This is an optimization exercise on Yosys and OpenROAD, whose aim is small area, a short achievable clock period and few clock cycles, not a production implementation.
RTL that was checked went through simulation tests only; none was proved equivalent to the original.
Only the layout flow was run in runs 1 to 3; the RTL was not checked for function there.
Power figures rest on the tool's default switching activity, not on a simulated workload.

### flow/design.v
`timescale 1ns/1ps
package codma_pkg;
    localparam int ADDR_W         = 32;
    localparam int DATA_W         = 32;
    localparam int BYTES_PER_WORD = 4;
    localparam int PKT_WORDS      = 8;
    localparam int BUF_IDX_W      = 3;
    localparam int DESC_WORDS     = 4;
    typedef enum logic [DATA_W-1:0] {
        TASK_SINGLE = 32'd0,
        TASK_BURST  = 32'd1
    } task_type_e;
    typedef enum logic [DATA_W-1:0] {
        STATUS_DONE    = 32'd0,
        STATUS_PENDING = 32'd1,
        STATUS_ERROR   = 32'd2
    } status_e;
    typedef struct packed {
        logic [DATA_W-1:0] kind;
        logic [ADDR_W-1:0] src;
        logic [ADDR_W-1:0] dst;
        logic [DATA_W-1:0] len;
    } task_desc_t;
    typedef enum logic [2:0] {
        CTRL_IDLE,
        CTRL_FETCH,
        CTRL_COPY,
        CTRL_FINISH,
        CTRL_ERROR,
        CTRL_WAIT_STATUS
    } ctrl_state_e;
    typedef enum logic [1:0] {
        COPY_IDLE,
        COPY_READ,
        COPY_WRITE
    } copy_state_e;
endpackage
`timescale 1ns/1ps
module codma_top(
    input  logic                         clk_i,
    input  logic                         reset_n_i,
    input  logic                         start_i,
    input  logic [codma_pkg::ADDR_W-1:0] task_pointer_i,
    input  logic [codma_pkg::ADDR_W-1:0] status_pointer_i,
    output logic                         busy_o,
    output logic                         irq_o,
    output logic                         bus_req_o,
    output logic                         bus_we_o,
    output logic [codma_pkg::ADDR_W-1:0] bus_addr_o,
    output logic [codma_pkg::DATA_W-1:0] bus_wdata_o,
    input  logic [codma_pkg::DATA_W-1:0] bus_rdata_i,
    input  logic                         bus_ack_i,
    input  logic                         bus_error_i
);
    logic fetch_r;      
    logic pend_r;       
    logic read_r;       
    logic write_r;      
    logic fin_r;        
    logic busy_r;       
    logic we_r;
    logic irq_r;
    logic pend_err_r;   
    logic burst_r;      
    logic [2:0]  cnt_r;
    logic [31:0] addr_r;     
    logic [31:0] next_r;     
    logic [29:0] words_r;    
    logic        last_r;     
    logic [31:0] buf_r [8];  
    logic resp;
    logic desc_last;
    logic desc_ok;
    logic pkt_last;
    logic copy;
    logic copy_end;
    logic fin_end, fin_retry;
    logic sel_sp, sel_next, step;
    assign resp      = bus_ack_i | bus_error_i;
    assign desc_last = fetch_r && (cnt_r[1:0] == 2'd3);
    assign desc_ok   = (bus_rdata_i != 32'd0) &&
                       (buf_r[5][31:1] == 31'd0) &&
                       (buf_r[5][0] ? (bus_rdata_i[4:0] == 5'd0) : (bus_rdata_i[1:0] == 2'd0));
    assign pkt_last  = !burst_r || (cnt_r == 3'd7);
    assign copy      = read_r || write_r;
    assign copy_end  = (write_r && bus_ack_i && last_r) || (copy && bus_error_i);
    assign fin_end   = fin_r && (bus_ack_i || (bus_error_i && buf_r[0][1]));
    assign fin_retry = fin_r && bus_error_i && !buf_r[0][1];
    assign busy_o      = busy_r;
    assign irq_o       = irq_r;
    assign bus_req_o   = busy_r;
    assign bus_we_o    = we_r;
    assign bus_addr_o  = addr_r;
    assign bus_wdata_o = buf_r[0];
    always_ff @(posedge clk_i or negedge reset_n_i) begin
        if (!reset_n_i) begin
            fetch_r <= 1'b0;
            pend_r  <= 1'b0;
            read_r  <= 1'b0;
            write_r <= 1'b0;
            fin_r   <= 1'b0;
            busy_r  <= 1'b0;
            we_r    <= 1'b0;
            irq_r   <= 1'b0;
        end else begin
            irq_r <= fin_end;
            if (!busy_r) begin
                if (start_i) begin
                    busy_r  <= 1'b1;
                    fetch_r <= 1'b1;
                end
            end else if (fetch_r) begin
                if (bus_error_i) begin
                    fetch_r <= 1'b0;
                    fin_r   <= 1'b1;
                    we_r    <= 1'b1;
                end else if (bus_ack_i && desc_last) begin
                    fetch_r <= 1'b0;
                    pend_r  <= desc_ok;
                    fin_r   <= !desc_ok;
                    we_r    <= 1'b1;
                end
            end else if (pend_r) begin
                if (resp) begin
                    pend_r <= 1'b0;
                    read_r <= 1'b1;
                    we_r   <= 1'b0;
                end
            end else if (copy) begin
                if (copy_end) begin
                    read_r  <= 1'b0;
                    write_r <= 1'b0;
                    fin_r   <= 1'b1;
                    we_r    <= 1'b1;
                end else if (bus_ack_i && pkt_last) begin
                    read_r  <= write_r;
                    write_r <= read_r;
                    we_r    <= read_r;
                end
            end else if (fin_end) begin
                fin_r  <= 1'b0;
                busy_r <= 1'b0;
                we_r   <= 1'b0;
            end
        end
    end
    assign sel_sp   = (fetch_r && (bus_error_i || (bus_ack_i && desc_last))) ||
                      copy_end || pend_r || fin_r;
    assign sel_next = copy && bus_ack_i && pkt_last;
    assign step     = bus_ack_i;
    always_ff @(posedge clk_i) begin
        if (!busy_r) begin
            addr_r <= task_pointer_i;
        end else if (pend_r && resp) begin
            addr_r <= next_r;
        end else if (sel_sp) begin
            addr_r <= status_pointer_i;
        end else if (sel_next) begin
            addr_r <= next_r;
        end else begin
            addr_r <= addr_r + {27'd0, step, 2'b00};
        end
    end
    always_ff @(posedge clk_i) begin
        if (desc_last || (pend_r && resp)) begin
            next_r <= buf_r[6];
        end else if (sel_next) begin
            next_r <= addr_r + 32'd4;
        end
    end
    always_ff @(posedge clk_i) begin
        if (!busy_r || pend_r) begin
            cnt_r <= 3'd0;
        end else begin
            cnt_r <= cnt_r + {2'd0, bus_ack_i};
        end
    end
    always_ff @(posedge clk_i) begin
        if (!busy_r) begin
            pend_err_r <= 1'b0;
        end else if (pend_r && bus_error_i) begin
            pend_err_r <= 1'b1;
        end
    end
    always_ff @(posedge clk_i) begin
        if (desc_last) begin
            words_r <= bus_rdata_i[31:2];
            last_r  <= (bus_rdata_i[31:2] == 30'd1);
            burst_r <= buf_r[5][0];
        end else begin
            words_r <= words_r - {29'd0, write_r && bus_ack_i};
            if (write_r && bus_ack_i) begin
                last_r <= (words_r == 30'd2);
            end
        end
    end
    always_ff @(posedge clk_i) begin
        if (resp) begin
            for (int i = 0; i < 7; i++) begin
                buf_r[i] <= buf_r[i + 1];
            end
            buf_r[7] <= bus_rdata_i;
        end
        if (fetch_r && bus_error_i) begin
            buf_r[0] <= codma_pkg::STATUS_ERROR;
        end else if (desc_last && bus_ack_i) begin
            buf_r[0] <= desc_ok ? codma_pkg::STATUS_PENDING : codma_pkg::STATUS_ERROR;
        end else if (copy_end) begin
            buf_r[0] <= (bus_error_i || pend_err_r) ? codma_pkg::STATUS_ERROR : codma_pkg::STATUS_DONE;
        end else if (read_r && bus_ack_i && !burst_r) begin
            buf_r[0] <= bus_rdata_i;
        end else if (fin_retry) begin
            buf_r[0] <= codma_pkg::STATUS_ERROR;
        end
    end
endmodule
### flow/run.sh
#!/bin/bash
# synth_recipe.tcl (not shown) runs the flow's synth.tcl, then flattens the netlist and writes it again
# the make line also repeats each setting of config.mk as NAME=value (left out here)
make -C /OpenROAD-flow-scripts/flow DESIGN_CONFIG=/design/flow/config.mk WORK_HOME=/design/flow/orfs CLKGATE_MAP_FILE= SYNTH_SCRIPT=/design/flow/synth_recipe.tcl finish
### flow/config.mk
export PLATFORM = sky130hd
export DESIGN_NAME = codma_top
export DESIGN_NICKNAME = codma_top
export VERILOG_FILES = /design/flow/design.v
export SDC_FILE = /design/flow/constraint.sdc
export NUM_CORES = 4
export LEC_CHECK = 0
export CAP_MARGIN = 20
export CORE_MARGIN = 2
export CORE_UTILIZATION = 40
export SETUP_SLACK_MARGIN = 3.6
export SLEW_MARGIN = 20
### flow/constraint.sdc
create_clock -name core_clock -period 6.0 [get_ports {clk_i}]
set_input_delay 1.2000 -clock core_clock [delete_from_list [all_inputs] [get_ports {clk_i}]]
set_output_delay 1.2000 -clock core_clock [all_outputs]
set_load 0.01 [all_outputs]
==> impl_metrics.json, run 1 <==
{
  "status": "timing/DRC/antenna clean",
  "synth_area_um2": 14600,
  "core_um2": 35700,
  "grt_usage_pct": 20.4,
  "crit_arrival_ns": 2.95,
  "worst_pin_slew_ns": 0.847,
  "cellPowerDensity_nw_per_um2": 442,
  "synth_top_area_share_pct": 53.6,
  "route.antenna.remaining_nets": 0,
  "critPathMaxFanout": 7,
  "yosysWarnings": 2,
  "cp_num_cells": 9,
  "min_period_ns": 2.59,
  "startpoint": "bus_ack_i",
  "path_class": "input port to flop",
  "dp_worst_setup_slack_ns": 1.71,
  "firstDrtPassIters": 6,
  "vdd_drop_max_mv": 0.199,
  "clock-root-buffer": "clkbuf_16",
  "grt_pass1_wl_um": 59700,
  "ys_async_sr_fraction_pct": 2.20,
  "synth-edff-count": 260,
  "die-area_um2": 38000,
  "start_util_pct": 40.8,
  "postCtsHoldBufs": 0,
  "max_slew_margin_pct": 43.5,
  "grt_pass1_vias": 9845,
  "cp.required_ns": 6.36,
  "ys_seq_area_share_pct": 68.1,
  "finalWeightedCongestion": 0.849,
  "multi_input_area_um2": 5070,
  "fmax_mhz": 386,
  "muxShareOfSynthArea_pct": 0.301,
  "setup_ws_ns": 3.41,
  "die_x_um": 195,
  "cts_tree": "built",
  "crit_family": "simple AND/OR/NAND/NOR gates",
  "synth_top_family_by_area": "simple AND/OR/NAND/NOR gates",
  "synth_area_leaders": "edfxtp_1, dfxtp_1, xnor2_1",
  "synth_compound_area_share_pct": 11.1,
  "path_clk_slew_ns": 0.06,
  "end_kind": "flop",
  "htree_num_levels": 2,
  "hold_violations": 0,
  "setup_violations": 0,
  "crit_path_top_delay_cell": "or4_4",
  "hold_class": "flop to flop",
  "synth_common_cells": "edfxtp_1, nand2_1, nor2_1",
  "yosysMostFrequentCell": "edfxtp_1",
  "rsz0062_at_grt": "yes",
  "cpPeakStageDelay_ns": 0.62,
  "num_rows": 69,
  "p_leak_uw": 0.00694,
  "routedWlPerCell_um": 21.2,
  "boundaryPins": 169,
  "layout-drive-gt1-share_pct": 23.2,
  "gr-total-overflow": 0,
  "register_area_um2": 10000,
  "synth_flop_cell": "edfxtp_1",
  "rrSetupSlack_ns": 3.68,
  "rr_worst_depth": 8,
  "post-route-period-util_pct": 43.2,
  "maxSlewViolCount": 0,
  "netlist_instances": 1155,
  "fp.dieH_um": 195,
  "clock_path_buffers": 3,
  "dp_hpwl_um": 26200,
  "ys_seq_elements": 364,
  "cp_cell_sequence": "buf_12, ha_4, ha_4, nand4_1, or4_4, nor4_4, xor2_1, a221oi_2, a211oi_1",
  "cts_buffers": 38,
  "critPathMostFrequentCell": "ha_4",
  "finClkSkew_ns": 0.0163,
  "vias": 10081,
  "finalWirelength_um": 39100,
  "port_buffers": 168,
  "yosys.area.top_type": "edfxtp_1",
  "cts.sinks": 364,
  "critPathLaunchType": "input port",
  "synth.avg_cell_area_um2": 12.6,
  "setup_tns_ns": 0,
  "clock_latency_ns": 0.52,
  "final.fill_count": 3048,
  "fin_nets": 1460,
  "syn_to_final_growth_pct": 31.3,
  "grt_max_degree": 86,
  "yosys.area_share.simple_pct": 12.7,
  "syn_nets": 1263,
  "hold_path_depth": 0,
  "reg2reg_from": "write_r",
  "antenna_found_initial": 0,
  "max_cap_violations": 0,
  "viasPerCell": 5.47,
  "drt_iter0_markers": 971,
  "timing.rr.end": "words_r[21]",
  "endpoint": "addr_r[30]",
  "ys_types": 67,
  "diodes": 0,
  "critPathBufInv": 1,
  "synth_fa_ha_area_share_pct": 0.601,
  "synthXorXnorAreaFrac_pct": 4.99,
  "drc": 0
}
## kinds of logic after synthesis
kind of cell    after synthesis
mux                           4
simple gates                376
fa+ha+maj                     7
xor+xnor                     83
flops                       364
compound gates              239
buf+inv                      82
## report_power, final
part / leakage (µW) / switching, µW / internal, µW / total (µW)
Clock: 0.000606 / 954 / 1390 / 2340
Sequential: 0.00353 / 527 / 3350 / 3880
Combinational: 0.00281 / 1180 / 1060 / 2240
## metal layers
metal | wire [µm] | vias up | GRT usage [%]
met2 | 16900 | 394 | 30.6
met1 | 18600 | 4916 | 30.6
met3 | 2710 | 62 | 4.08
li1 | - | 4709 | -
met4 | 850 | 0 | 4.64
met5 | 0 | - | 0
## final cells by class
cell class              count  area share [%]
clock inverters            18           0.883
inverters                  14           0.320
repair inverters            1          0.0327
flip-flops and latches    364            52.4
multi-input cells         710            26.5
repair buffers            223            11.2
well taps                 461            3.01
clock buffers              51            5.61
## timing repair
item / CTS / global route
setup endpoints to repair: 455 / 125
pin swaps: 24 / 28
resized for setup: 307 / 79
endpoints found under the hold margin: 0 / 0
buffers inserted: 21 / 22
cloned: 4 / 0
## flip-flops by register name, indices dropped and copies added, names as in the netlist, 3 cells and up
name     cells
words_r     30
buf_r      256
addr_r      32
cnt_r        3
next_r      32
## worst register-to-register path, delay by kind of cell (launching register included)
kind / cells / cell delay, ns
and+or+nand+nor: 5 / 1.26
adders and majority gates: 1 / 0.15
xor gates and xnor gates: 1 / 0.14
AOI/OAI and AO/OA: 1 / 0.08
DFF: 1 / 0.55
## cell usage in the layout (no fill, tap or decap), types with 10 or more instances in the layout
| master | n |
|---|---|
| dfxtp_4 | 25 |
| edfxtp_1 | 260 |
| clkdlybuf4s15_2 | 18 |
| dlygate4sd2_1 | 36 |
| nand3_1 | 32 |
| clkbuf_16 | 41 |
| nand2_1 | 107 |
| a22oi_2 | 32 |
| nor2_1 | 91 |
| o21ai_0 | 68 |
| a21oi_1 | 18 |
| xnor2_1 | 48 |
| inv_1 | 10 |
| clkdlybuf4s50_1 | 66 |
| o21ai_1 | 11 |
| xor2_1 | 35 |
| nor4_1 | 15 |
| nand4_1 | 16 |
| and3_1 | 11 |
| buf_4 | 39 |
| dfxtp_1 | 64 |
| clkdlybuf4s15_1 | 19 |
| a31oi_1 | 10 |
| a22o_1 | 35 |
| clkbuf_2 | 22 |
## worst min path at each step
| stage | from | to |
|---|---|---|
| floorplan | buf_r[2][0] | buf_r[1][0] |
| global placement | buf_r[7][28] | buf_r[6][28] |
| CTS | buf_r[7][0] | buf_r[6][0] |
| detailed placement | buf_r[3][4] | buf_r[2][4] |
| finish | buf_r[7][0] | buf_r[6][0] |
| global route | buf_r[4][18] | buf_r[3][18] |
## metrics by stage
| step | area [µm²] | util [%] | hold WS (ns) | instances | power (µW) |
|---|---|---|---|---|---|
| 5_1_grt | 19100 | 53.5 | 0.422 | 1842 | 8900 |
| 4_1_cts | 18900 | 52.8 | 0.410 | 1820 | 8380 |
| 2_1_floorplan | 15000 | - | 0.400 | 1155 | 5040 |
| 6_report | 19100 | 53.5 | 0.408 | 1842 | 8460 |
| 3_3_place_gp | 17000 | 47.6 | 0.400 | 1726 | 5870 |
| 3_5_place_dp | 17000 | 47.6 | 0.405 | 1726 | 5900 |
==> run 2, diff against run 1 <==
--- a/flow/config.mk
+++ b/flow/config.mk
@@ -7,6 +7,7 @@
 export LEC_CHECK = 0
 export CAP_MARGIN = 20
 export CORE_MARGIN = 2
-export CORE_UTILIZATION = 40
+export CORE_UTILIZATION = 55
+export CTS_BUF_LIST = sky130_fd_sc_hd__clkbuf_8
 export SETUP_SLACK_MARGIN = 3.6
 export SLEW_MARGIN = 20
==> impl_metrics.json, run 2 <==
{
  "final_common_cell": "edfxtp_1",
  "critPathLaunchType": "input port",
  "synth_flop_cell": "edfxtp_1",
  "hold_violations": 0,
  "synth-edff-count": 260,
  "setup_tns_ns": 0,
  "rsz0062_at_grt": "yes",
  "routedWlPerCell_um": 21.7,
  "vdd_drop_max_mv": 0.301,
  "combPwrFrac_pct": 30.3,
  "netlist_instances": 1155,
  "setup_violations": 0,
  "critPathMostFrequentCell": "ha_4",
  "crit_path_top_delay_cell": "or4_4",
  "sw_frac_of_total_pct": 32.5,
  "syn_nets": 1263,
  "syn_to_final_growth_pct": 29.9,
  "cp_cell_sequence": "buf_12, ha_4, ha_4, nand4_1, or4_4, xnor2_2, a22o_1, a22oi_1, a21oi_1",
  "final_util_pct": 72.6,
  "rrSetupSlack_ns": 3.62,
  "grt_max_degree": 85,
  "dp_hpwl_um": 24600,
  "antenna_found_initial": 0,
  "die_x_um": 167,
  "layout-drive-gt1-share_pct": 27.7,
  "min_period_ns": 2.47,
  "timing.rr.end": "addr_r[24]",
  "finalWirelength_um": 38500,
  "rr_worst_depth": 7,
  "fmax_mhz": 404,
  "cpPeakStageDelay_ns": 0.62,
  "clock-root-buffer": "clkbuf_8",
  "cts.sinks": 364,
  "clock_latency_ns": 0.59,
  "ys_seq_elements": 364,
  "gr-total-overflow": 0,
  "grt_usage_pct": 27.4,
  "boundaryPins": 169,
  "p_switching_uw": 2660,
  "path_class": "input port to flop",
  "largest_register_ffs": 256,
  "cp.required_ns": 6.45,
  "core_um2": 26100,
  "synth_common_cells": "edfxtp_1, nand2_1, nor2_1",
  "vias": 10350,
  "synth.avg_cell_area_um2": 12.6,
  "total_power_uw": 8190,
  "startpoint": "bus_ack_i",
  "diodes": 0,
  "hold_class": "flop to flop",
  "start_util_pct": 55.9,
  "ys_seq_area_share_pct": 68.1,
  "yosys.area.top_type": "edfxtp_1",
  "finalNonFillerCells": 1773,
  "viasPerCell": 5.84,
  "ys_async_sr_fraction_pct": 2.20,
  "route.antenna.remaining_nets": 0,
  "port_buffers": 168,
  "postPlaceCellArea_um2": 16800,
  "regMostFlops": "buf_r",
  "final_area_um2": 18900,
  "mostFrequentLayoutCells": "edfxtp_1, nand2_1, nor2_1",
  "p_leak_uw": 0.00706,
  "cts_buffers": 57,
  "max_cap_violations": 0,
  "yosysMostFrequentCell": "edfxtp_1",
  "cellPowerDensity_nw_per_um2": 433,
  "firstDrtPassIters": 5,
  "drt_iter0_markers": 910,
  "post-route-period-util_pct": 41.2,
  "crit_arrival_ns": 2.93,
  "reg.largest.list": "buf_r: 256 flops, addr_r: 32 flops, next_r: 32 flops",
  "yosysWarnings": 2,
  "clock_path_buffers": 3,
  "fp.dieH_um": 167,
  "end_kind": "flop",
  "num_rows": 59,
  "endpoint": "addr_r[18]",
  "grt_pass1_wl_um": 58700,
  "drc": 0,
  "reg2reg_from": "addr_r[10]",
  "finClkSkew_ns": 0.0168,
  "path_clk_slew_ns": 0.06,
  "max_slew_margin_pct": 42.7,
  "synth_top_area_share_pct": 53.6,
  "finalWeightedCongestion": 0.901,
  "seqPwrFrac_pct": 45.3,
  "worst_pin_slew_ns": 0.860,
  "ys_types": 67,
  "critPathMaxFanout": 5,
  "power_frac_clock_pct": 24.4,
  "cts_tree": "built",
  "synth_area_um2": 14600,
  "place_inst": 1600,
  "die-area_um2": 27800,
  "htree_num_levels": 2,
  "status": "timing/DRC/antenna clean",
  "hold_start": "buf_r[4][4]",
  "synth_area_leaders": "edfxtp_1, dfxtp_1, xnor2_1",
  "maxSlewViolCount": 0,
  "p_int_uw": 5530,
  "grt_pass1_vias": 10025,
  "fin_nets": 1498
}
-- run 2: worst min path at each step --
stage              endpoint  slack [ns]  cells after the start
6_report        buf_r[3][4]        0.41                      0
3_5_place_dp   buf_r[1][10]        0.40                      0
4_1_cts        buf_r[1][28]        0.41                      0
5_1_grt        buf_r[2][26]        0.41                      0
2_1_floorplan   buf_r[1][0]        0.40                      0
3_3_place_gp   buf_r[6][30]        0.40                      0
-- run 2: stage by stage --
stage	hold WS (ns)	setup WS (ns)
CTS	0.412	3.59
detailed placement	0.405	1.76
floorplan	0.400	-0.320
finish	0.411	3.53
global route	0.412	3.49
global placement	0.400	1.79
-- run 2: metal layers --
metal | vias up | routed length (µm) | global-route usage, %
met5 | - | 0 | 0
met4 | 0 | 857 | 7.65
met3 | 72 | 2560 | 4.25
met2 | 458 | 17600 | 42.4
met1 | 5013 | 17500 | 40.9
li1 | 4807 | - | -
-- run 2: power groups by stage --
stage                     registers (µW)  logic (µW)  clock network (µW)
after CTS                           3700        2420                2030
final                               3710        2480                2000
after detailed placement            3870        2010                   0
after floorplan                     3720        1310                   0
after global placement              3860        1970                   0
after global routing                3770        2680                2140
-- run 2: final cells by class --
| class | count | area [µm²] |
|---|---|---|
| multi-input cells | 711 | 5000 |
| well taps | 335 | 419 |
| clock inverters | 46 | 260 |
| fillers | 1830 | 7130 |
| clock buffers | 61 | 840 |
| repair buffers | 242 | 2280 |
| inverters | 14 | 61.3 |
| flip-flops and latches | 364 | 10100 |
-- run 2: critical path, delay by kind of cell --
kind                       cells  cell delay (ns)
adders and majority gates      2             0.26
xor gates and xnor gates       1             0.16
and+or+nand+nor                2             0.77
AOI/OAI and AO/OA              3             0.42
buffers and inverters          1             0.10
-- run 2: logic make-up (layout without fill, tap and decap cells) --
family | Yosys count | in the layout | share of synthesized area [%]
AO/OA/AOI/OAI | 239 | 239 | 11.1
adder cells (fa/ha/maj) | 7 | 7 | 0.601
multiplexers | 4 | 4 | 0.300
flip-flops | 364 | 364 | 68.1
buffers and inverters | 82 | 363 | 2.24
XOR/XNOR | 83 | 83 | 4.99
AND/OR/NAND/NOR | 376 | 378 | 12.7
-- run 2: timing repair --
item / CTS / global route
gates cloned: 4 / 0
buffers inserted: 54 / 8
pin swaps: 23 / 23
resized for setup: 381 / 53
endpoints found under the setup margin: 454 / 79
hold buffers: 0 / 0
==> run 3, diff against run 2 <==
--- a/flow/design.v
+++ b/flow/design.v
@@ -57,7 +57,8 @@
     logic read_r;       
     logic write_r;      
     logic fin_r;        
-    logic busy_r;       
+    logic busy_r;
+    logic req_r;        
     logic we_r;
     logic irq_r;
     logic pend_err_r;   
@@ -76,6 +77,9 @@
     logic copy_end;
     logic fin_end, fin_retry;
     logic sel_sp, sel_next, step;
+    logic [31:0] addr_carry;   
+    logic [29:0] words_zero;   
+    logic        dec;
     assign resp      = bus_ack_i | bus_error_i;
     assign desc_last = fetch_r && (cnt_r[1:0] == 2'd3);
     assign desc_ok   = (bus_rdata_i != 32'd0) &&
@@ -88,7 +92,7 @@
     assign fin_retry = fin_r && bus_error_i && !buf_r[0][1];
     assign busy_o      = busy_r;
     assign irq_o       = irq_r;
-    assign bus_req_o   = busy_r;
+    assign bus_req_o   = req_r;
     assign bus_we_o    = we_r;
     assign bus_addr_o  = addr_r;
     assign bus_wdata_o = buf_r[0];
@@ -100,6 +104,7 @@
             write_r <= 1'b0;
             fin_r   <= 1'b0;
             busy_r  <= 1'b0;
+            req_r   <= 1'b0;
             we_r    <= 1'b0;
             irq_r   <= 1'b0;
         end else begin
@@ -107,6 +112,7 @@
             if (!busy_r) begin
                 if (start_i) begin
                     busy_r  <= 1'b1;
+                    req_r   <= 1'b1;
                     fetch_r <= 1'b1;
                 end
             end else if (fetch_r) begin
@@ -140,6 +146,7 @@
             end else if (fin_end) begin
                 fin_r  <= 1'b0;
                 busy_r <= 1'b0;
+                req_r  <= 1'b0;
                 we_r   <= 1'b0;
             end
         end
@@ -148,6 +155,17 @@
                       copy_end || pend_r || fin_r;
     assign sel_next = copy && bus_ack_i && pkt_last;
     assign step     = bus_ack_i;
+    always_comb begin
+        addr_carry = '0;
+        addr_carry[2] = 1'b1;
+        for (int i = 3; i < 32; i++) begin
+            addr_carry[i] = addr_carry[i - 1] & addr_r[i - 1];
+        end
+        words_zero[0] = 1'b1;
+        for (int i = 1; i < 30; i++) begin
+            words_zero[i] = words_zero[i - 1] & !words_r[i - 1];
+        end
+    end
     always_ff @(posedge clk_i) begin
         if (!busy_r) begin
             addr_r <= task_pointer_i;
@@ -158,14 +176,14 @@
         end else if (sel_next) begin
             addr_r <= next_r;
         end else begin
-            addr_r <= addr_r + {27'd0, step, 2'b00};
+            addr_r <= addr_r ^ ({32{step}} & addr_carry);
         end
     end
     always_ff @(posedge clk_i) begin
         if (desc_last || (pend_r && resp)) begin
             next_r <= buf_r[6];
         end else if (sel_next) begin
-            next_r <= addr_r + 32'd4;
+            next_r <= addr_r ^ addr_carry;
         end
     end
     always_ff @(posedge clk_i) begin
@@ -182,13 +200,14 @@
             pend_err_r <= 1'b1;
         end
     end
+    assign dec = write_r && bus_ack_i;
     always_ff @(posedge clk_i) begin
         if (desc_last) begin
             words_r <= bus_rdata_i[31:2];
             last_r  <= (bus_rdata_i[31:2] == 30'd1);
             burst_r <= buf_r[5][0];
         end else begin
-            words_r <= words_r - {29'd0, write_r && bus_ack_i};
+            words_r <= words_r ^ ({30{dec}} & words_zero);
             if (write_r && bus_ack_i) begin
                 last_r <= (words_r == 30'd2);
             end
--- a/flow/config.mk
+++ b/flow/config.mk
@@ -8,6 +8,5 @@
 export CAP_MARGIN = 20
 export CORE_MARGIN = 2
 export CORE_UTILIZATION = 55
-export CTS_BUF_LIST = sky130_fd_sc_hd__clkbuf_8
 export SETUP_SLACK_MARGIN = 3.6
 export SLEW_MARGIN = 20
==> impl_metrics.json, run 3 <==
{
  "critPathMaxFanout": 2,
  "ys_types": 58,
  "boundaryPins": 169,
  "multi_input_area_um2": 4830,
  "yosysWarnings": 2,
  "grt_pass1_wl_um": 52600,
  "crit_arrival_ns": 5.75,
  "htree_num_levels": 2,
  "gr-total-overflow": 0,
  "max_slew_margin_pct": 54.0,
  "cpPeakStageDelay_ns": 0.35,
  "die-area_um2": 27100,
  "crit_path_top_delay_cell": "dfxtp_4",
  "grt_pass1_vias": 9005,
  "grt_max_degree": 83,
  "hold_path_depth": 0,
  "critPathLaunchType": "flop",
  "wl_met1_um": 15500,
  "finalNonFillerCells": 1607,
  "setup_violations": 0,
  "postCtsHoldBufs": 0,
  "grt_usage_pct": 26.2,
  "cellPowerDensity_nw_per_um2": 414,
  "reg.largest.list": "buf_r: 256 flops, addr_r: 32 flops, next_r: 32 flops",
  "netlist_instances": 1023,
  "path_clk_slew_ns": 0.06,
  "synth.avg_cell_area_um2": 13.9,
  "p_leak_uw": 0.00719,
  "place_inst": 1481,
  "route.antenna.remaining_nets": 0,
  "fin_nets": 1380,
  "setup_tns_ns": 0,
  "yosys.area.top_type": "edfxtp_1",
  "ys_seq_area_share_pct": 70.2,
  "routed.top_layer": "met4",
  "worst_pin_slew_ns": 0.684,
  "synth_area_leaders": "edfxtp_1, dfxtp_1, xnor2_1",
  "synth_area_um2": 14200,
  "rrSetupSlack_ns": 0.53,
  "status": "timing/DRC/antenna clean",
  "post-route-period-util_pct": 91.2,
  "clock_latency_ns": 0.53,
  "finalWirelength_um": 36100,
  "regMostFlops": "buf_r",
  "end_kind": "flop",
  "finClkSkew_ns": 0.0137,
  "critPathBufInv": 0,
  "vdd_drop_max_mv": 0.281,
  "core_um2": 25300,
  "hold_class": "flop to flop",
  "hold_violations": 0,
  "critPathMostFrequentCell": "ha_4",
  "finalWeightedCongestion": 0.824,
  "min_period_ns": 5.47,
  "ys_async_sr_fraction_pct": 2.47,
  "fmax_mhz": 183,
  "wl_met3_um": 2260,
  "register_area_um2": 10000,
  "cts.sinks": 365,
  "path_class": "flop to flop",
  "vias": 9434,
  "min_to": "buf_r[6][31]",
  "synth_flop_cell": "edfxtp_1",
  "max_cap_violations": 0,
  "total_power_uw": 7780,
  "maxSlewViolCount": 0,
  "syn_to_final_growth_pct": 32.7,
  "hold_start": "buf_r[7][31]",
  "port_buffers": 168,
  "synth_top_area_share_pct": 55.1,
  "fin_hold_ws_ns": 0.407,
  "largest_register_ffs": 256,
  "drt_iter0_markers": 796,
  "clock-root-buffer": "clkbuf_16",
  "num_rows": 58,
  "dp_hpwl_um": 22600,
  "crit_family": "adder cells",
  "routedWlPerCell_um": 22.5,
  "start_util_pct": 56.1,
  "drc": 0,
  "yosysMostFrequentCell": "edfxtp_1",
  "mostFrequentLayoutCells": "edfxtp_1, clkdlybuf4s50_1, dfxtp_1",
  "synth_common_cells": "edfxtp_1, dfxtp_1, nand2_1",
  "cts_buffers": 38,
  "final.fill_count": 1658,
  "cts_tree": "built",
  "timing.rr.end": "next_r[30]",
  "rr_worst_depth": 29,
  "firstDrtPassIters": 5,
  "die_x_um": 165,
  "final_common_cell": "edfxtp_1",
  "reg2reg_from": "addr_r[2]",
  "rsz0062_at_grt": "yes",
  "wl_met2_um": 17100,
  "fp.dieH_um": 165,
  "syn_nets": 1156,
  "final_util_pct": 74.5,
  "cp.required_ns": 6.28,
  "clock_path_buffers": 3,
  "viasPerCell": 5.87,
  "synth-edff-count": 260,
  "ys_seq_elements": 365,
  "layout-drive-gt1-share_pct": 25.5,
  "antenna_found_initial": 1
}
[run 3: changes by cell type after synthesis, sizes merged, moves of 9 or more]
| cell | previous run | this run |
|---|---|---|
| o21ai | 82 | 40 |
| o22ai | 7 | 49 |
| nor2 | 103 | 62 |
| nand2 | 111 | 75 |
| mux2 | 3 | 33 |
| xor2 | 35 | 6 |
| ha | 7 | 32 |
| nand3 | 33 | 11 |
| nand2b | 2 | 22 |
| a21oi | 20 | 37 |
| nand4 | 17 | 4 |
| a22oi | 41 | 32 |
[run 3: power breakdown]
part	internal, µW	switching [µW]	total (µW)
clock	1330	953	2290
sequential	3280	404	3690
combinational	946	858	1800
[run 3: cells by family after synthesis]
group / count (synthesis) / share of synthesized area [%]
AOI/OAI and AO/OA: 228 / 10.8
DFF: 365 / 70.2
and+or+nand+nor: 242 / 8.20
muxes: 36 / 2.86
buffers and inverters: 66 / 1.76
xor gates and xnor gates: 54 / 3.34
adders and majority gates: 32 / 2.83
[run 3: layout make-up]
type,count,share of cell area [%]
clock buffers,49,5.39
well taps,330,2.20
flip-flops and latches,365,53.2
repair buffers,238,12.2
multi-input cells,593,25.7
diodes,1,0.0133
inverters,11,0.240
clock inverters,20,1.02
[run 3: worst reg2reg max path, delay by kind of cell, from the launching register on]
kind | cells | cell delay (ns)
DFF | 1 | 0.35
adders and majority gates | 28 | 4.61
muxes | 1 | 0.26
[run 3: through the flow]
step                worst slack, ns  cell area [µm²]
floorplan                     0.512            14700
global placement              0.548            16600
detailed placement            0.488            16600
CTS                           0.568            18400
global route                  0.439            18800
finish                        0.526            18800
[run 3: timing repair]
| item | 4_1_cts | 5_1_grt |
|---|---|---|
| resized for setup | 237 | 83 |
| gates cloned | 2 | 2 |
| endpoints found under the setup margin | 436 | 288 |
| setup buffers | 32 | 20 |
| pin swaps | 22 | 39 |
[run 3: worst max path at each step]
| stage | slack [ns] | cells past startpoint | end | start |
|---|---|---|---|---|
| 5_1_grt | 0.44 | 29 | next_r[30] | addr_r[2] |
| 2_1_floorplan | 0.51 | 4 | buf_r[0][0] | bus_error_i |
| 3_5_place_dp | 0.49 | 29 | next_r[30] | addr_r[3] |
| 4_1_cts | 0.57 | 29 | next_r[30] | addr_r[2] |
| 3_3_place_gp | 0.55 | 29 | next_r[30] | addr_r[3] |
| 6_report | 0.53 | 29 | next_r[30] | addr_r[2] |
[run 3: per-layer routing]
layer / GRT usage (%) / vias up
met1: 37.8 / 4641
met4: 9.41 / 0
met5: 0 / -
li1: - / 4370
met3: 3.79 / 70
met2: 40.8 / 353
==> run 4, diff against run 3 <==
--- a/flow/design.v
+++ b/flow/design.v
@@ -156,14 +156,24 @@
     assign sel_next = copy && bus_ack_i && pkt_last;
     assign step     = bus_ack_i;
     always_comb begin
+        logic grp;
         addr_carry = '0;
-        addr_carry[2] = 1'b1;
-        for (int i = 3; i < 32; i++) begin
-            addr_carry[i] = addr_carry[i - 1] & addr_r[i - 1];
-        end
-        words_zero[0] = 1'b1;
-        for (int i = 1; i < 30; i++) begin
-            words_zero[i] = words_zero[i - 1] & !words_r[i - 1];
+        grp = 1'b1;
+        for (int g = 2; g < 32; g += 4) begin
+            addr_carry[g] = grp;
+            for (int i = g + 1; i < g + 4 && i < 32; i++) begin
+                addr_carry[i] = addr_carry[i - 1] & addr_r[i - 1];
+            end
+            grp = grp & (&addr_r[g +: 4]);
+        end
+        words_zero = '0;
+        grp = 1'b1;
+        for (int g = 0; g < 30; g += 4) begin
+            words_zero[g] = grp;
+            for (int i = g + 1; i < g + 4 && i < 30; i++) begin
+                words_zero[i] = words_zero[i - 1] & !words_r[i - 1];
+            end
+            grp = grp & ~(|words_r[g +: 4]);
         end
     end
     always_ff @(posedge clk_i) begin
--- a/flow/config.mk
+++ b/flow/config.mk
@@ -8,5 +8,5 @@
 export CAP_MARGIN = 20
 export CORE_MARGIN = 2
 export CORE_UTILIZATION = 55
-export SETUP_SLACK_MARGIN = 3.6
+export SETUP_SLACK_MARGIN = 3.3
 export SLEW_MARGIN = 20
==> impl_metrics.json, run 4 <==
{
  "status": "timing/DRC/antenna clean",
  "firstDrtPassIters": 7,
  "hold_start": "buf_r[3][28]",
  "final_common_cell": "edfxtp_1",
  "reg2reg_from": "fetch_r",
  "rsz0062_at_grt": "yes",
  "postPlaceCellArea_um2": 16400,
  "die-area_um2": 27600,
  "cpPeakStageDelay_ns": 0.41,
  "reg.largest.list": "buf_r: 256 flops, addr_r: 32 flops, next_r: 32 flops",
  "cts_buffers": 38,
  "finalNonFillerCells": 1595,
  "synth_common_cells": "edfxtp_1, nand2_1, dfxtp_1",
  "setup_tns_ns": 0,
  "dp_hpwl_um": 24000,
  "core_um2": 25900,
  "synth.avg_cell_area_um2": 13.6,
  "vias": 9583,
  "power_frac_clock_pct": 27.2,
  "p_int_uw": 5950,
  "cts_tree": "built",
  "seqPwrFrac_pct": 45.2,
  "min_period_ns": 2.67,
  "ys_seq_elements": 365,
  "grt_pass1_wl_um": 55800,
  "mostFrequentLayoutCells": "edfxtp_1, clkdlybuf4s50_1, nand2_1",
  "hold_violations": 0,
  "routedWlPerCell_um": 23.4,
  "fp.dieH_um": 166,
  "crit_family": "compound AO/OA/AOI/OAI gates",
  "grt_usage_pct": 26.4,
  "drc": 0,
  "grt_max_degree": 82,
  "gr-total-overflow": 0,
  "final_area_um2": 18100,
  "largest_register_ffs": 256,
  "path_class": "input port to flop",
  "critPathBufInv": 3,
  "yosysWarnings": 4,
  "drt_iter0_markers": 1083,
  "boundaryPins": 169,
  "p_leak_uw": 0.00662,
  "critPathLaunchType": "input port",
  "clock_latency_ns": 0.52,
  "startpoint": "bus_ack_i",
  "layout-drive-gt1-share_pct": 14.9,
  "viasPerCell": 6.01,
  "synth_area_um2": 14400,
  "ys_seq_area_share_pct": 68.9,
  "worst_pin_slew_ns": 0.735,
  "antenna_found_initial": 1,
  "vdd_drop_max_mv": 0.314,
  "grt_pass1_vias": 9196,
  "netlist_instances": 1060,
  "die_x_um": 166,
  "max_cap_violations": 0,
  "p_switching_uw": 2630,
  "syn_nets": 1186,
  "cp_cell_sequence": "buf_4, buf_12, o21ai_1, buf_4, nand2_2, a221o_1, o2bb2ai_1",
  "fmax_mhz": 374,
  "post-route-period-util_pct": 44.6,
  "fin_nets": 1356,
  "combPwrFrac_pct": 27.6,
  "synth_top_area_share_pct": 54.0,
  "route.antenna.remaining_nets": 0,
  "yosys.area.top_type": "edfxtp_1",
  "cts.sinks": 365,
  "critPathMostFrequentCell": "buf_4",
  "finClkSkew_ns": 0.0143,
  "end_kind": "flop",
  "final_util_pct": 69.9,
  "setup_violations": 0,
  "yosysMostFrequentCell": "edfxtp_1",
  "port_buffers": 168,
  "crit_path_top_delay_cell": "a221o_1",
  "postCtsHoldBufs": 0,
  "cp.required_ns": 6.39,
  "hold_class": "flop to flop",
  "start_util_pct": 55.8,
  "synth-edff-count": 260,
  "critPathMaxFanout": 28,
  "clock_path_buffers": 3,
  "finalWirelength_um": 37400,
  "syn_to_final_growth_pct": 25.3,
  "synth_area_leaders": "edfxtp_1, dfxtp_1, xnor2_1",
  "htree_num_levels": 2,
  "ys_types": 65,
  "path_clk_slew_ns": 0.07,
  "ys_async_sr_fraction_pct": 2.47,
  "max_slew_margin_pct": 50.5,
  "crit_arrival_ns": 3.07,
  "synth_flop_cell": "edfxtp_1",
  "place_inst": 1517,
  "num_rows": 59,
  "sw_frac_of_total_pct": 30.7,
  "finalWeightedCongestion": 0.863,
  "cellPowerDensity_nw_per_um2": 474,
  "maxSlewViolCount": 0,
  "regMostFlops": "buf_r",
  "clock-root-buffer": "clkbuf_16"
}
run 4: stage by stage:
stage | power, µW | setup WS [ns] | hold slack [ns]
CTS | 8530 | 3.26 | 0.400
global route | 8990 | 3.21 | 0.416
global placement | 6100 | 1.44 | 0.401
detailed placement | 6140 | 1.29 | 0.405
floorplan | 5140 | 0.574 | 0.400
finish | 8580 | 3.33 | 0.403
run 4: power by group through the flow:
stage          clock (µW)  combinational [µW]  sequential [µW]
2_1_floorplan           0                1330             3820
3_3_place_gp            0                2220             3880
3_5_place_dp            0                2260             3880
4_1_cts              2360                2310             3860
5_1_grt              2470                2570             3950
6_report             2330                2370             3880
run 4: final timing paths:
check                          endpoint  cells after the start  slack (ns)
max                          addr_r[30]                      7        3.33
min                        buf_r[2][28]                      0        0.40
max reg2reg                  addr_r[21]                      7        3.39
min reg2reg                buf_r[2][28]                      0        0.40
max in group asynchronous       fetch_r                      1        4.65
min in group asynchronous         irq_r                      1        1.01
run 4: kinds of logic after synthesis:
logic type,count (synthesis),synth area share [%]
buffers and inverters,76,2.27
adders and majority gates,25,2.16
muxes,24,1.86
AOI/OAI and AO/OA,248,11.7
DFF,365,68.9
and+or+nand+nor,260,9.34
xor gates and xnor gates,62,3.76
run 4: what timing repair did:
action	4_1_cts	5_1_grt
cloned	1	3
hold endpoints to repair	0	0
pin swaps	3	6
resized for setup	65	48
setup buffers	2	2
endpoints found under the setup margin	413	174
run 4: layer usage:
layer / track usage (%) / share of wire [%] / vias up
met3: 3.77 / 6.3 / 66
met4: 8.81 / 3.0 / 0
met2: 40.2 / 46 / 362
li1: - / - / 4405
met1: 39.4 / 45 / 4750
met5: 0 / 0 / -
run 4: cell type report:
| cell class | instances | area (µm²) |
|---|---|---|
| flip-flops and latches | 365 | 10000 |
| well taps | 335 | 419 |
| multi-input cells | 621 | 4380 |
| fillers | 1830 | 7810 |
| clock buffers | 52 | 1080 |
| repair buffers | 189 | 1990 |
| inverters | 15 | 63.8 |
| diodes | 1 | 2.50 |
| clock inverters | 17 | 156 |
Testbench counts of run 4, summed over its fixed seeds: cycles 33,685.
==> run 5, diff against run 4 <==
--- a/flow/config.mk
+++ b/flow/config.mk
@@ -8,5 +8,5 @@
 export CAP_MARGIN = 20
 export CORE_MARGIN = 2
 export CORE_UTILIZATION = 55
-export SETUP_SLACK_MARGIN = 3.3
+export SETUP_SLACK_MARGIN = 3.6
 export SLEW_MARGIN = 20
==> impl_metrics.json, run 5 <==
{
  "synth_common_cells": "edfxtp_1, nand2_1, dfxtp_1",
  "grt_usage_pct": 26.6,
  "syn_nets": 1186,
  "cellPowerDensity_nw_per_um2": 467,
  "htree_num_levels": 2,
  "viasPerCell": 6.07,
  "cts_buffers": 38,
  "min_to": "buf_r[6][17]",
  "clock-root-buffer": "clkbuf_16",
  "hold_start": "buf_r[7][17]",
  "timing.rr.end": "addr_r[29]",
  "gr-total-overflow": 0,
  "critPathBufInv": 1,
  "grt_pass1_wl_um": 56100,
  "rsz0062_at_grt": "yes",
  "critPathLaunchType": "flop",
  "netlist_instances": 1060,
  "drc": 0,
  "grt_max_degree": 144,
  "cts_tree": "built",
  "maxSlewViolCount": 0,
  "layout-drive-gt1-share_pct": 20.0,
  "crit_arrival_ns": 1.19,
  "reg2reg_from": "addr_r[16]",
  "regMostFlops": "buf_r",
  "end_kind": "output port",
  "mostFrequentLayoutCells": "edfxtp_1, nand2_1, a21oi_1",
  "cts.sinks": 365,
  "post-route-period-util_pct": 39.9,
  "ys_seq_area_share_pct": 68.9,
  "core_um2": 25900,
  "hold_class": "flop to flop",
  "final_common_cell": "edfxtp_1",
  "yosysWarnings": 4,
  "total_power_uw": 8620,
  "ys_seq_elements": 365,
  "fmax_mhz": 418,
  "cp.required_ns": 4.80,
  "finalWirelength_um": 37900,
  "grt_pass1_vias": 9468,
  "postCtsHoldBufs": 0,
  "path_clk_slew_ns": 0.06,
  "die_x_um": 166,
  "synth_flop_cell": "edfxtp_1",
  "cpPeakStageDelay_ns": 0.39,
  "finClkSkew_ns": 0.0168,
  "synth.avg_cell_area_um2": 13.6,
  "path_class": "flop to output port",
  "crit_family": "flip-flops",
  "min_period_ns": 2.39,
  "drt_iter0_markers": 984,
  "rrSetupSlack_ns": 3.61,
  "fp.dieH_um": 166,
  "crit_path_top_delay_cell": "dfxtp_2",
  "vdd_drop_max_mv": 0.360,
  "critPathMaxFanout": 4,
  "finalWeightedCongestion": 0.877,
  "port_buffers": 168,
  "status": "timing/DRC/antenna clean",
  "max_slew_margin_pct": 48.7,
  "die-area_um2": 27600,
  "cp_num_cells": 1,
  "start_util_pct": 55.8,
  "hold_violations": 0,
  "yosysMostFrequentCell": "edfxtp_1",
  "ys_async_sr_fraction_pct": 2.47,
  "reg.largest.list": "buf_r: 256 flops, addr_r: 32 flops, next_r: 32 flops",
  "clock_path_buffers": 3,
  "setup_violations": 0,
  "synth_area_leaders": "edfxtp_1, dfxtp_1, xnor2_1",
  "dp_hpwl_um": 23700,
  "worst_pin_slew_ns": 0.765,
  "vias": 9836,
  "fin_nets": 1384,
  "hold_path_depth": 0,
  "max_cap_violations": 0,
  "boundaryPins": 169,
  "syn_to_final_growth_pct": 27.6,
  "p_leak_uw": 0.00683,
  "diodes": 0,
  "route.antenna.remaining_nets": 0,
  "yosys.area.top_type": "edfxtp_1",
  "cp_cell_sequence": "dlygate4sd2_1",
  "startpoint": "addr_r[15]",
  "clock_latency_ns": 0.53,
  "rr_worst_depth": 13,
  "largest_register_ffs": 256,
  "synth_top_area_share_pct": 54.0,
  "final.fill_count": 1793,
  "synth_area_um2": 14400,
  "num_rows": 59,
  "ys_types": 65,
  "setup_tns_ns": 0,
  "routedWlPerCell_um": 23.4,
  "firstDrtPassIters": 5,
  "synth-edff-count": 260,
  "antenna_found_initial": 0
}
==> run 5: cell counts after synthesis <==
No cell type changed its count.
==> run 5: area by class of cell <==
| type | count | area (µm²) | area share [%] |
|---|---|---|---|
| clock buffers | 54 | 1090 | 5.93 |
| well taps | 335 | 419 | 2.27 |
| clock inverters | 14 | 149 | 0.808 |
| multi-input cells | 625 | 4690 | 25.4 |
| inverters | 15 | 60.1 | 0.326 |
| repair inverters | 1 | 5.00 | 0.0271 |
| repair buffers | 212 | 2000 | 10.8 |
| flip-flops and latches | 365 | 10000 | 54.4 |
==> run 5: how the worst max path moves through the flow <==
stage	to	slack, ns
floorplan	buf_r[0][0]	0.57
global placement	buf_r[0][13]	1.41
detailed placement	buf_r[0][12]	1.33
CTS	addr_r[29]	3.46
global route	addr_r[29]	3.47
finish	bus_addr_o[15]	3.61
==> run 5: kinds of logic (layout without fill, tap and decap cells) <==
logic type | Yosys count | count (layout) | share of synthesized area, %
adder cells (fa/ha/maj) | 25 | 25 | 2.16
AND/OR/NAND/NOR | 260 | 264 | 9.34
multiplexers | 24 | 24 | 1.86
buffers and inverters | 76 | 296 | 2.27
AO/OA/AOI/OAI | 248 | 250 | 11.7
flip-flops | 365 | 365 | 68.9
XOR/XNOR | 62 | 62 | 3.76
==> run 5: report_power, final <==
| part | switching (µW) | internal, µW |
|---|---|---|
| Sequential | 486 | 3410 |
| Clock | 950 | 1360 |
| Combinational | 1260 | 1150 |
==> run 5: timing repair <==
| item | 4_1_cts | 5_1_grt |
|---|---|---|
| hold endpoints to repair | 0 | 0 |
| pin swaps | 11 | 20 |
| cloned | 4 | 4 |
| setup endpoints to repair | 465 | 232 |
| setup buffers | 18 | 9 |
| resized for setup | 212 | 99 |
==> run 5: metal layers <==
metal  global-route usage, %  part of all wire [%]
met1                    38.4                    43
met2                    41.3                    47
met3                    3.93                   7.3
met4                    10.4                   3.1
met5                       0                     0
==> run 5: per-stage QoR <==
| step | instances | cell area (µm²) | hold slack, ns | worst slack, ns | util [%] |
|---|---|---|---|---|---|
| after CTS | 1608 | 18100 | 0.413 | 3.46 | 69.9 |
| after detailed placement | 1518 | 16500 | 0.405 | 1.33 | 63.6 |
| after global placement | 1518 | 16500 | 0.401 | 1.41 | 63.6 |
| after global routing | 1621 | 18400 | 0.419 | 3.47 | 71.1 |
| after floorplan | 1060 | 14600 | 0.400 | 0.574 | - |
| final | 1621 | 18400 | 0.411 | 3.61 | 71.1 |
==> run 6, diff against run 5 <==
==> flow/flow/run.sh (new file) <==
#!/bin/bash
# The standard layout (the standard.sh) with two changes: every port is buffered with
# sky130_fd_sc_hd__buf_1 instead of the cell buffer_ports picks by itself, and clock tree
# synthesis inserts no dummy loads. The make output goes to standard.log in this folder.
set -euo pipefail
cat >> config.mk <<'EOC'
export BUFFER_PORTS_ARGS = -buffer_cell sky130_fd_sc_hd__buf_1
export CTS_ARGS = -sink_clustering_enable -repair_clock_nets -dont_use_dummy_load
EOC
bash standard.sh > standard.log 2>&1
==> flow/standard.sh (new file) <==
#!/bin/bash
# synth_recipe.tcl (not shown) runs the flow's synth.tcl, then flattens the netlist and writes it again
# the make line also repeats each setting of config.mk as NAME=value (left out here)
make -C /OpenROAD-flow-scripts/flow DESIGN_CONFIG=/design/flow/config.mk WORK_HOME=/design/flow/orfs CLKGATE_MAP_FILE= SYNTH_SCRIPT=/design/flow/synth_recipe.tcl "${@:-finish}"
--- a/flow/config.mk
+++ b/flow/config.mk
@@ -10,3 +10,5 @@
 export CORE_UTILIZATION = 55
 export SETUP_SLACK_MARGIN = 3.6
 export SLEW_MARGIN = 20
+export BUFFER_PORTS_ARGS = -buffer_cell sky130_fd_sc_hd__buf_1
+export CTS_ARGS = -sink_clustering_enable -repair_clock_nets -dont_use_dummy_load
removed: flow/run.sh
==> impl_metrics.json, run 6 <==
{
  "diodes": 0,
  "seqPwrFrac_pct": 47.6,
  "syn_nets": 1186,
  "final_area_um2": 17400,
  "setup_violations": 0,
  "ys_seq_elements": 365,
  "yosys.area.top_type": "edfxtp_1",
  "viasPerCell": 6.04,
  "max_cap_violations": 0,
  "grt_busiest_layer": "met2",
  "grt_pass1_vias": 9116,
  "finalWirelength_um": 38600,
  "crit_arrival_ns": 2.82,
  "gr-total-overflow": 0,
  "cellPowerDensity_nw_per_um2": 470,
  "drt_iter0_markers": 953,
  "cts.sinks": 365,
  "rsz0062_at_grt": "yes",
  "finalWeightedCongestion": 0.855,
  "grt_util_met2_pct": 41.0,
  "grt_usage_pct": 26.5,
  "grt_max_degree": 72,
  "cts_buffers": 39,
  "synth_top_area_share_pct": 54.0,
  "clock_latency_ns": 0.52,
  "port_buffers": 168,
  "ys_seq_area_share_pct": 68.9,
  "place_inst": 1521,
  "final.fill_count": 1910,
  "cts_tree": "built",
  "path_class": "flop to flop",
  "die_x_um": 166,
  "core_um2": 25900,
  "combPwrFrac_pct": 28.0,
  "postPlaceCellArea_um2": 15400,
  "end_kind": "flop",
  "sw_frac_of_total_pct": 32.0,
  "p_leak_uw": 0.00624,
  "largest_register_ffs": 256,
  "synth_area_um2": 14400,
  "die-area_um2": 27600,
  "synth.avg_cell_area_um2": 13.6,
  "fin_nets": 1402,
  "firstDrtPassIters": 5,
  "clock-root-buffer": "clkbuf_16",
  "fp.dieH_um": 166,
  "drc": 0,
  "ys_async_sr_fraction_pct": 2.47,
  "use_met1_pct": 38.9,
  "routedWlPerCell_um": 24.0,
  "netlist_instances": 1060,
  "max_slew_margin_pct": 55.6,
  "critPathMaxFanout": 4,
  "path_clk_slew_ns": 0.06,
  "mostFrequentLayoutCells": "edfxtp_1, buf_1, nand2_1",
  "hold_class": "flop to flop",
  "vias": 9717,
  "reg.largest.list": "buf_r: 256 flops, addr_r: 32 flops, next_r: 32 flops",
  "worst_pin_slew_ns": 0.666,
  "start_util_pct": 55.8,
  "htree_num_levels": 2,
  "hold_violations": 0,
  "status": "timing/DRC/antenna clean",
  "dp_hpwl_um": 23300,
  "finalNonFillerCells": 1609,
  "syn_to_final_growth_pct": 20.5,
  "post-route-period-util_pct": 41.2,
  "setup_tns_ns": 0,
  "synth-edff-count": 260,
  "grt_pass1_wl_um": 55500,
  "vdd_drop_max_mv": 0.386,
  "p_switching_uw": 2620,
  "yosysWarnings": 4,
  "cp.required_ns": 6.36,
  "fmax_mhz": 405,
  "met3_usage_pct": 4.39,
  "route.antenna.remaining_nets": 0,
  "power_frac_clock_pct": 24.4,
  "finClkSkew_ns": 0.0522,
  "yosysMostFrequentCell": "edfxtp_1",
  "min_period_ns": 2.47,
  "synth_flop_cell": "edfxtp_1",
  "synth_area_leaders": "edfxtp_1, dfxtp_1, xnor2_1",
  "boundaryPins": 169,
  "num_rows": 59,
  "clock_path_buffers": 3,
  "maxSlewViolCount": 0,
  "critPathLaunchType": "flop",
  "postCtsHoldBufs": 0,
  "p_int_uw": 5570,
  "regMostFlops": "buf_r",
  "layout-drive-gt1-share_pct": 17.2,
  "final_common_cell": "edfxtp_1",
  "ys_types": 65,
  "synth_common_cells": "edfxtp_1, nand2_1, dfxtp_1",
  "antenna_found_initial": 0
}
## run 6: path summary, 6_finish.rpt
kind	start	end	slack [ns]	cells past startpoint
max reg2reg	addr_r[17]	addr_r[29]	3.53	13
max in group asynchronous	reset_n_i	busy_r	4.94	1
min in group asynchronous	reset_n_i	req_r	0.64	1
max	addr_r[17]	addr_r[29]	3.53	13
min reg2reg	buf_r[7][21]	buf_r[6][21]	0.41	0
min	buf_r[7][21]	buf_r[6][21]	0.41	0
## run 6: worst max-delay path, stage by stage, from the launching register on
cell and delay (ns):
dfxtp_2 0.38, nand4_1 0.20, nor4_4 0.43, and2_4 0.21
nand2_2 0.05, inv_2 0.06, ha_4 0.14, ha_4 0.14
ha_4 0.14, nand2_2 0.06, xnor2_1 0.13, nand3_1 0.10
a21oi_2 0.06, a221o_1 0.26
## run 6: power groups by stage
stage | sequential, µW | clock (µW) | combinational, µW
after detailed placement | 3880 | 0 | 1970
after CTS | 3860 | 2030 | 2110
after global placement | 3880 | 0 | 1930
after floorplan | 3820 | 0 | 1350
after global routing | 3950 | 2130 | 2500
final | 3900 | 2000 | 2290
## run 6: cells by family after synthesis
logic type / after synthesis / share of synthesized area [%]
flip-flops: 365 / 68.9
AND/OR/NAND/NOR: 260 / 9.34
AO/OA/AOI/OAI: 248 / 11.7
buffers and inverters: 76 / 2.27
XOR/XNOR: 62 / 3.76
adder cells (fa/ha/maj): 25 / 2.16
multiplexers: 24 / 1.86
## run 6: layout make-up
| cell class | count | area, µm² | share of cell area, % |
|---|---|---|---|
| sequential | 365 | 9990 | 57.4 |
| multi-input combinational | 625 | 4610 | 26.5 |
| timing repair buffer | 229 | 1350 | 7.75 |
| clock buffer | 39 | 976 | 5.61 |
| tap | 335 | 419 | 2.41 |
| inverter | 15 | 60.1 | 0.345 |
| timing repair inverter | 1 | 5.00 | 0.0287 |
## run 6: layer usage
metal,vias to the layer above,share of wire [%]
met5,-,0
met4,0,2.9
met3,66,7.0
met2,409,46
met1,4776,44
li1,4466,-
## run 6: metrics by stage
stage | setup WS, ns | utilization (%) | hold slack, ns | power [µW]
floorplan | 0.574 | - | 0.400 | 5170
global placement | 1.94 | 59.6 | 0.401 | 5810
detailed placement | 1.80 | 59.6 | 0.405 | 5850
CTS | 3.45 | 65.3 | 0.411 | 8000
global route | 3.41 | 67.2 | 0.414 | 8590
finish | 3.53 | 67.2 | 0.412 | 8190
## run 6: what timing repair did
action	CTS	global route
pin swaps	6	22
endpoints found under the setup margin	389	154
buffers inserted	12	23
resized for setup	61	53
cloned	7	7
==> run 7, diff against run 6 <==
--- a/flow/design.v
+++ b/flow/design.v
@@ -77,6 +77,7 @@
     logic copy_end;
     logic fin_end, fin_retry;
     logic sel_sp, sel_next, step;
+    logic s_tp, s_sp, s_nx, s_inc;
     logic [31:0] addr_carry;   
     logic [29:0] words_zero;   
     logic        dec;
@@ -176,24 +177,21 @@
             grp = grp & ~(|words_r[g +: 4]);
         end
     end
-    always_ff @(posedge clk_i) begin
-        if (!busy_r) begin
-            addr_r <= task_pointer_i;
-        end else if (pend_r && resp) begin
-            addr_r <= next_r;
-        end else if (sel_sp) begin
-            addr_r <= status_pointer_i;
-        end else if (sel_next) begin
-            addr_r <= next_r;
-        end else begin
-            addr_r <= addr_r ^ ({32{step}} & addr_carry);
-        end
+    assign s_tp  = !busy_r;
+    assign s_nx  = busy_r && ((pend_r && resp) || (sel_next && !copy_end));
+    assign s_sp  = busy_r && !(pend_r && resp) && sel_sp;
+    assign s_inc = busy_r && !s_nx && !s_sp;
+    always_ff @(posedge clk_i) begin
+        addr_r <= ({32{s_tp}}  & task_pointer_i) |
+                  ({32{s_sp}}  & status_pointer_i) |
+                  ({32{s_nx}}  & next_r) |
+                  ({32{s_inc}} & (addr_r ^ ({32{step}} & addr_carry)));
     end
     always_ff @(posedge clk_i) begin
         if (desc_last || (pend_r && resp)) begin
             next_r <= buf_r[6];
         end else if (sel_next) begin
-            next_r <= addr_r ^ addr_carry;
+            next_r <= addr_r ^ ({32{step}} & addr_carry);   
         end
     end
     always_ff @(posedge clk_i) begin
@@ -223,23 +221,26 @@
             end
         end
     end
+    logic        b0_code, b0_rd, b0_sh, b0_hold;
+    logic        code_pend, code_done;
+    logic [31:0] code;
+    assign b0_code   = (fetch_r && bus_error_i) || (desc_last && bus_ack_i) || copy_end || fin_retry;
+    assign code_pend = desc_last && bus_ack_i && desc_ok;
+    assign code_done = copy_end && !bus_error_i && !pend_err_r;
+    assign code      = {30'd0, !code_pend && !code_done, code_pend};
+    assign b0_rd     = !b0_code && read_r && bus_ack_i && !burst_r;
+    assign b0_sh     = !b0_code && !b0_rd && resp;
+    assign b0_hold   = !b0_code && !resp;
     always_ff @(posedge clk_i) begin
         if (resp) begin
-            for (int i = 0; i < 7; i++) begin
+            for (int i = 1; i < 7; i++) begin
                 buf_r[i] <= buf_r[i + 1];
             end
             buf_r[7] <= bus_rdata_i;
         end
-        if (fetch_r && bus_error_i) begin
-            buf_r[0] <= codma_pkg::STATUS_ERROR;
-        end else if (desc_last && bus_ack_i) begin
-            buf_r[0] <= desc_ok ? codma_pkg::STATUS_PENDING : codma_pkg::STATUS_ERROR;
-        end else if (copy_end) begin
-            buf_r[0] <= (bus_error_i || pend_err_r) ? codma_pkg::STATUS_ERROR : codma_pkg::STATUS_DONE;
-        end else if (read_r && bus_ack_i && !burst_r) begin
-            buf_r[0] <= bus_rdata_i;
-        end else if (fin_retry) begin
-            buf_r[0] <= codma_pkg::STATUS_ERROR;
-        end
+        buf_r[0] <= ({32{b0_code}} & code) |
+                    ({32{b0_rd}}   & bus_rdata_i) |
+                    ({32{b0_sh}}   & buf_r[1]) |
+                    ({32{b0_hold}} & buf_r[0]);
     end
 endmodule
==> flow/run.sh (new file) <==
#!/bin/bash
# synth_recipe.tcl (not shown) runs the flow's synth.tcl, then flattens the netlist and writes it again
# the make line also repeats each setting of config.mk as NAME=value (left out here)
make -C /OpenROAD-flow-scripts/flow DESIGN_CONFIG=/design/flow/config.mk WORK_HOME=/design/flow/orfs CLKGATE_MAP_FILE= SYNTH_SCRIPT=/design/flow/synth_recipe.tcl finish
--- a/flow/config.mk
+++ b/flow/config.mk
@@ -10,5 +10,3 @@
 export CORE_UTILIZATION = 55
 export SETUP_SLACK_MARGIN = 3.6
 export SLEW_MARGIN = 20
-export BUFFER_PORTS_ARGS = -buffer_cell sky130_fd_sc_hd__buf_1
-export CTS_ARGS = -sink_clustering_enable -repair_clock_nets -dont_use_dummy_load
removed: flow/flow/run.sh
removed: flow/standard.sh
==> impl_metrics.json, run 7 <==
{
  "multi_input_area_um2": 3660,
  "combPwrFrac_pct": 22.2,
  "final.fill_count": 1715,
  "cellPowerDensity_nw_per_um2": 450,
  "drt_iter0_markers": 1068,
  "sw_frac_of_total_pct": 29.8,
  "setup_ws_ns": 3.60,
  "finalNonFillerCells": 1525,
  "drc": 0,
  "finalWirelength_um": 33500,
  "yosysWarnings": 4,
  "hold_start": "buf_r[7][3]",
  "postCtsHoldBufs": 0,
  "crit_family": "flip-flops",
  "critPathBufInv": 1,
  "synth_area_leaders": "edfxtp_1, dfxtp_1, o21ai_0",
  "finalWeightedCongestion": 0.897,
  "power_frac_clock_pct": 29.1,
  "synth_top_area_share_pct": 57.1,
  "critPathMaxFanout": 3,
  "rsz0062_at_grt": "yes",
  "reg.largest.list": "buf_r: 256 flops, addr_r: 32 flops, next_r: 32 flops",
  "htree_num_levels": 2,
  "num_rows": 57,
  "p_leak_uw": 0.00623,
  "cp.required_ns": 4.80,
  "p_int_uw": 5450,
  "grt_pass1_wl_um": 51000,
  "layout-drive-gt1-share_pct": 16.6,
  "critPathLaunchType": "flop",
  "fmax_mhz": 417,
  "ys_seq_elements": 365,
  "routedWlPerCell_um": 22.0,
  "die-area_um2": 26000,
  "grt_pass1_vias": 8703,
  "postPlaceCellArea_um2": 15700,
  "synth-edff-count": 258,
  "p_switching_uw": 2320,
  "clock-root-buffer": "clkbuf_16",
  "syn_nets": 1076,
  "status": "timing/DRC/antenna clean",
  "vdd_drop_max_mv": 0.286,
  "place_inst": 1426,
  "firstDrtPassIters": 7,
  "netlist_instances": 971,
  "ys_async_sr_fraction_pct": 2.47,
  "grt_usage_pct": 25.9,
  "antenna_found_initial": 0,
  "dp_worst_setup_slack_ns": 1.87,
  "final_util_pct": 71.2,
  "cts.sinks": 365,
  "max_slew_margin_pct": 49.0,
  "hold_class": "flop to flop",
  "vias": 9068,
  "fin_nets": 1276,
  "ys_seq_area_share_pct": 73.2,
  "path_class": "flop to output port",
  "crit_path_top_delay_cell": "dfxtp_1",
  "viasPerCell": 5.95,
  "core_um2": 24200,
  "end_kind": "output port",
  "path_clk_slew_ns": 0.06,
  "final_area_um2": 17300,
  "cpPeakStageDelay_ns": 0.42,
  "cp_cell_sequence": "clkdlybuf4s15_1",
  "yosys.area.top_type": "edfxtp_1",
  "seqPwrFrac_pct": 48.7,
  "finClkSkew_ns": 0.0172,
  "synth_flop_cell": "edfxtp_1",
  "synth.avg_cell_area_um2": 14.0,
  "grt_max_degree": 114,
  "register_area_um2": 9980,
  "fp.dieH_um": 161,
  "gr-total-overflow": 0,
  "hold_violations": 0,
  "mostFrequentLayoutCells": "edfxtp_1, nand2_1, dfxtp_1",
  "clock_path_buffers": 3,
  "fin_hold_ws_ns": 0.408,
  "port_buffers": 168,
  "post-route-period-util_pct": 40.0,
  "cts_buffers": 38,
  "synth_area_um2": 13600,
  "ys_types": 62,
  "die_x_um": 161,
  "route.antenna.remaining_nets": 0,
  "max_cap_violations": 0,
  "yosysMostFrequentCell": "edfxtp_1",
  "min_period_ns": 2.40,
  "startpoint": "addr_r[4]",
  "diodes": 0,
  "synth_common_cells": "edfxtp_1, dfxtp_1, nand2_1",
  "largest_register_ffs": 256,
  "final_common_cell": "edfxtp_1",
  "boundaryPins": 169,
  "setup_violations": 0,
  "regMostFlops": "buf_r",
  "crit_arrival_ns": 1.20,
  "dp_hpwl_um": 20900,
  "start_util_pct": 56.0,
  "clock_latency_ns": 0.52,
  "worst_pin_slew_ns": 0.764,
  "syn_to_final_growth_pct": 27.1,
  "cts_tree": "built",
  "maxSlewViolCount": 0,
  "reg2reg_from": "pend_r"
}
run 7: cell types whose count changed after synthesis, sizes merged, moves of 23 or more:
cell / delta
a21oi: -30
a221o: -24
a222oi: +27
a2bb2oi: -30
nor2: +23
o21ai: +35
xnor2: -27
run 7: cells by family (layout without fill, tap and decap cells):
logic type                 Yosys count  after routing  share of synthesized area, %
AOI/OAI and AO/OA                  227            229                          10.9
xor gates and xnor gates            53             53                          3.42
adders and majority gates            4              4                         0.369
buffers and inverters               54            281                          1.71
DFF                                365            365                          73.2
muxes                                3              3                         0.249
and+or+nand+nor                    265            266                          10.1
run 7: area by class of cell:
type | count | area share [%]
flip-flops and latches | 365 | 57.8
well taps | 324 | 2.35
clock inverters | 12 | 0.718
clock buffers | 58 | 6.24
repair buffers | 201 | 11.4
multi-input cells | 555 | 21.2
inverters | 10 | 0.283
run 7: power by group through the flow:
| stage | registers, µW | logic, µW | clock network [µW] |
|---|---|---|---|
| 4_1_cts | 3770 | 1690 | 2290 |
| 3_3_place_gp | 3800 | 1680 | 0 |
| 6_report | 3790 | 1720 | 2260 |
| 5_1_grt | 3840 | 1880 | 2410 |
| 2_1_floorplan | 3760 | 961 | 0 |
| 3_5_place_dp | 3800 | 1710 | 0 |
run 7: worst paths after layout:
path | end | slack [ns] | depth (start not counted)
worst max register to register | addr_r[30] | 3.75 | 6
worst max-delay path | bus_addr_o[4] | 3.60 | 1
worst min-delay path | buf_r[6][3] | 0.41 | 0
max in group asynchronous | busy_r | 4.68 | 1
min in group asynchronous | pend_r | 0.99 | 1
worst min register to register | buf_r[6][3] | 0.41 | 0
run 7: metrics by stage:
stage,setup TNS (ns),power (µW)
after global placement,0,5470
final,0,7770
after CTS,0,7750
after global routing,0,8130
after detailed placement,0,5510
after floorplan,-1.56,4720
run 7: layer usage:
metal / global-route usage [%] / part of all wire (%) / vias up
met2: 40.9 / 47 / 417
met1: 37.5 / 43 / 4482
met3: 5.39 / 8.3 / 40
met4: 5.64 / 1.6 / 0
met5: 0 / 0 / -
li1: - / - / 4129
run 7: what timing repair did:
action,4_1_cts,5_1_grt
pin swaps,14,13
endpoints found under the hold margin,0,0
cloned,4,1
gates resized for setup,198,52
setup endpoints to repair,457,129
buffers inserted,16,8
Testbench counts of run 7, summed over its fixed seeds: cycles 33,685.

-- separate check: timing with driven ports --
In the flow no input, the clock included, has a driving cell. The finished layouts below were timed again as built, in two steps.
Step 1: set_driving_cell puts a clkbuf_16 on clk_i and a buf_2 on each other input, an assumption about the parent block.
Step 2, shift: input delay + t, output delay - t, t = (earliest + latest rising clock arrival at the registers) / 2. This alone moves slack from input paths to output paths.
Slacks: ideal / step 1 / step 2; pairs: ideal / step 1.
| run | t, ns | slack for setup (ns) | cell pins on the clock port's net |
|---|---|---|---|
| run 1 | 0.564 | 3.409 / 3.398 / 2.835 | 1 |
| run 2 | 0.631 | 3.526 / 3.471 / 2.840 | 1 |
| run 3 | 0.574 | 0.526 / 0.526 / 0.526 | 1 |
| run 4 | 0.565 | 3.327 / 3.282 / 2.764 | 1 |
| run 5 | 0.570 | 3.608 / 3.558 / 3.034 | 1 |
| run 6 | 0.542 | 3.531 / 3.531 / 3.018 | 1 |
| run 7 | 0.567 | 3.601 / 3.550 / 3.114 | 1 |
After both steps setup and hold are still met in every run listed. For run 2, which loses most, drivers alone change the setup slack by -0.055 ns; drivers and shift together by -0.686 ns.
